Context: an optimization exercise on an open-source flow, tuned for small area. The choices shown serve that exercise and are no tape-out recipe. In this exercise RTL edits were held to simulation tests only and were not proved equivalent to the original. Power and IR drop assume default switching activity.

// rename_unit
module rename_unit #(
	parameter int NUM_ARCH_REGS    = 32,
	parameter int NUM_PHYS_REGS    = 64,
	parameter int INSTR_QUEUE_SIZE = 16
) (
	input  logic                             clk,
	input  logic                             rst_n,
	input  logic                             dec_valid,
	output logic                             dec_ready,
	input  rename_pkg::alu_op_e                          dec_alu_op,
	input  rename_pkg::mem_action_e                      dec_mem_action,
	input  logic [rename_pkg::IMM_WIDTH-1:0]             dec_immediate,
	input  logic                             uses_rs,
	input  logic [$clog2(NUM_ARCH_REGS)-1:0] rs_addr,
	input  logic                             uses_rt,
	input  logic [$clog2(NUM_ARCH_REGS)-1:0] rt_addr,
	input  logic                             uses_rw,
	input  logic [$clog2(NUM_ARCH_REGS)-1:0] rw_addr,
	output logic                             iq_valid,
	input  logic                             iq_ready,
	output rename_pkg::alu_op_e                          iq_alu_op,
	output rename_pkg::mem_action_e                      iq_mem_action,
	output logic [rename_pkg::IMM_WIDTH-1:0]             iq_immediate,
	output logic [$clog2(NUM_PHYS_REGS)-1:0] iq_rs_phys,
	output logic [$clog2(NUM_PHYS_REGS)-1:0] iq_rt_phys,
	output logic [$clog2(NUM_PHYS_REGS)-1:0] iq_rd_phys,
	output logic [$clog2(NUM_PHYS_REGS)-1:0] iq_old_rd_phys,
	output logic                             iq_has_rd
);
	localparam int ARCH_W = $clog2(NUM_ARCH_REGS);
	localparam int TAG_W  = $clog2(NUM_PHYS_REGS);
	logic [TAG_W-1:0]  rs_tag, rt_tag, old_tag;
	logic              map_we;
	logic [TAG_W-1:0]  map_wtag;
	logic              alloc, release_en;
	logic [TAG_W-1:0]  alloc_tag, release_tag, head_rd_tag;
	logic              full, push;
	rename_pkg::alu_op_e           ent_alu_op;
	rename_pkg::mem_action_e       ent_mem_action;
	logic [rename_pkg::IMM_WIDTH-1:0] ent_immediate;
	logic [TAG_W-1:0]  ent_rs_phys, ent_rt_phys, ent_old_rd_phys;
  ...
export LEC_CHECK = 0
export CAP_MARGIN = 20
export CORE_MARGIN = 2
export CORE_UTILIZATION = 56
export CTS_CLUSTER_DIAMETER = 100
export CTS_CLUSTER_SIZE = 28
export SLEW_MARGIN = 20
create_clock -name core_clock -period 4.5 [get_ports {clk}]
standard.sh (not shown) runs the stock make flow with config.mk's settings and CLKGATE_MAP_FILE= SYNTH_SCRIPT=/design/flow/synth_recipe.tcl, a recipe that flattens the netlist after the stock synthesis.
==> flow/flow/run.sh <==
#!/bin/bash
# The standard layout, with these changes:
# - synthesis maps the logic with a lighter ABC script (flow/abc_light.script: one delay-aware
#   mapping pass and one resynthesis pass, without the repeated SOP balancing of ORFS's speed
#   script); it runs ORFS's own synthesis scripts otherwise, so the registers are the same;
# - clock tree synthesis inserts no dummy loads;
# - the port buffers are the smallest plain buffer.
# Each tool's output is logged by ORFS under orfs/logs (copied to tool_logs/); the make output
# goes to standard.log here.
set -uo pipefail
here=$(pwd)
rm -rf "$here/orfs_scripts"
cp -r "$FLOW_HOME/scripts" "$here/orfs_scripts"
cp "$here/flow/abc_light.script" "$here/orfs_scripts/abc_speed.script"
bash standard.sh \
  "SCRIPTS_DIR=$here/orfs_scripts" \
  "CTS_ARGS=-sink_clustering_enable -repair_clock_nets -sink_clustering_size 28 -sink_clustering_max_diameter 100 -dont_use_dummy_load" \
  "BUFFER_PORTS_ARGS=-buffer_cell sky130_fd_sc_hd__buf_1" \
  finish > standard.log 2>&1
status=$?
mkdir -p tool_logs
cp -r orfs/logs/. tool_logs/ 2>/dev/null || true
exit $status
==> flow/flow/abc_light.script <==
&get -n
&st
&dch
&nf
&st
&syn2
&dch
&nf
&put
The baseline passed the timing, design-rule and antenna checks.
Change:
==> flow/flow/run.sh (replaced) <==
#!/bin/bash
# The standard layout, with two changes: clock tree synthesis inserts no dummy loads, and the
# port buffers are the smallest plain buffer. Each tool's output is logged by ORFS under
# orfs/logs; the make output goes to standard.log here.
set -uo pipefail
bash standard.sh \
  "CTS_ARGS=-sink_clustering_enable -repair_clock_nets -sink_clustering_size 24 -sink_clustering_max_diameter 100 -dont_use_dummy_load" \
  "BUFFER_PORTS_ARGS=-buffer_cell sky130_fd_sc_hd__buf_1" \
  finish > standard.log 2>&1
status=$?
mkdir -p tool_logs
cp -r orfs/logs/. tool_logs/ 2>/dev/null || true
exit $status
CORE_UTILIZATION = 68   (was 56)
CTS_CLUSTER_SIZE = 24   (was 28)
removed: flow/flow/abc_light.script
What happened: Setup slack is worse by 0.036 ns. Power increases by 2.0%. First-iteration DRC count rises by 19%.
Change:
==> flow/flow/run.sh (replaced) <==
#!/bin/bash
# The standard layout, with these changes:
# - synthesis maps the logic with a lighter ABC script (flow/abc_light.script: one delay-aware
#   mapping pass and one resynthesis pass, without the repeated SOP balancing of ORFS's speed
#   script); it runs ORFS's own synthesis scripts otherwise, so the registers are the same;
# - clock tree synthesis inserts no dummy loads;
# - the port buffers are the smallest plain buffer.
# Each tool's output is logged by ORFS under orfs/logs (copied to tool_logs/); the make output
# goes to standard.log here.
set -uo pipefail
here=$(pwd)
rm -rf "$here/orfs_scripts"
cp -r "$FLOW_HOME/scripts" "$here/orfs_scripts"
cp "$here/flow/abc_light.script" "$here/orfs_scripts/abc_speed.script"
bash standard.sh \
  "SCRIPTS_DIR=$here/orfs_scripts" \
  "CTS_ARGS=-sink_clustering_enable -repair_clock_nets -sink_clustering_size 28 -sink_clustering_max_diameter 100 -dont_use_dummy_load" \
  "BUFFER_PORTS_ARGS=-buffer_cell sky130_fd_sc_hd__buf_1" \
  finish > standard.log 2>&1
status=$?
mkdir -p tool_logs
cp -r orfs/logs/. tool_logs/ 2>/dev/null || true
exit $status
==> flow/flow/abc_light.script (new file) <==
&get -n
&st
&dch
&nf
&st
&syn2
&dch
&nf
&put
CORE_UTILIZATION = 56   (was 68)
CTS_CLUSTER_SIZE = 28   (was 24)
SETUP_SLACK_MARGIN = 0.3   (was not set)
=>
- clock power shrinks by about 11%
- non-clock buffer count drops by 12
- hold slack gets worse by 0.29 ns
- total power falls by 1.9%
- synthesized cell count falls by 13%
- cell count falls by about 1.5%
- count of clock-buffer cells in the layout decreases by 11
- maximum frequency rises by 4.9%
- sequential power rises by about 6%
- design area went down by about 3%
Change:
==> flow/flow/run.sh (replaced) <==
#!/bin/bash
# The standard layout, with two changes: clock tree synthesis inserts no dummy loads, and the
# port buffers are the smallest plain buffer. Each tool's output is logged by ORFS under
# orfs/logs; the make output goes to standard.log here.
set -uo pipefail
bash standard.sh \
  "CTS_ARGS=-sink_clustering_enable -repair_clock_nets -sink_clustering_size 24 -sink_clustering_max_diameter 100 -dont_use_dummy_load" \
  "BUFFER_PORTS_ARGS=-buffer_cell sky130_fd_sc_hd__buf_1" \
  "RECOVER_POWER=100" \
  finish > standard.log 2>&1
status=$?
mkdir -p tool_logs
cp -r orfs/logs/. tool_logs/ 2>/dev/null || true
exit $status
CORE_UTILIZATION = 62   (was 56)
CTS_CLUSTER_SIZE = 24   (was 28)
SETUP_SLACK_MARGIN = not set   (was 0.3)
removed: flow/flow/abc_light.script
The new run completed and failed the layout checks on capacitance limit, slew limit.
Global-route usage rose by 0.80 points.
Area after synthesis went up by 4.8%.
Power fell by 1.1%.
Wire length falls by 3.8%.
Final cell count rises by 2.7%.
Maximum frequency falls by 3.3%.
Final area rose by 1.4%.
Count of clock-buffer cells in the layout goes up by 4.

-- port drivers added, routing unchanged --
The flow's constraints put no driver on any port. The routed layouts listed below were extracted and timed again, unchanged, in two steps.
Step 1: set_driving_cell puts a clkbuf_16 on clk and a buf_2 on each other input, an assumption about the parent block.
Step 2, shift: input delay + t, output delay - t, t = (earliest + latest rising clock arrival at the registers) / 2. This alone moves slack from input paths to output paths.
Three values: no drivers, after step 1, after step 2; two values: the first two.
run | shift t [ns] | slack for setup (ns) | slew at the worst register clock pin (ns)
the first run | 0.744 | 0.131 / 0.062 / -0.459 | 0.11 / 0.11
the second run | 0.703 | 0.095 / 0.017 / -0.077 | 0.10 / 0.10
the third run | 0.746 | 0.299 / 0.224 / -0.174 | 0.12 / 0.12
the fourth run | 0.729 | 0.157 / 0.189 / -0.531 | 0.10 / 0.10
For the fourth run, which loses most, drivers alone change the setup slack by +0.032 ns; drivers and shift together by -0.688 ns.
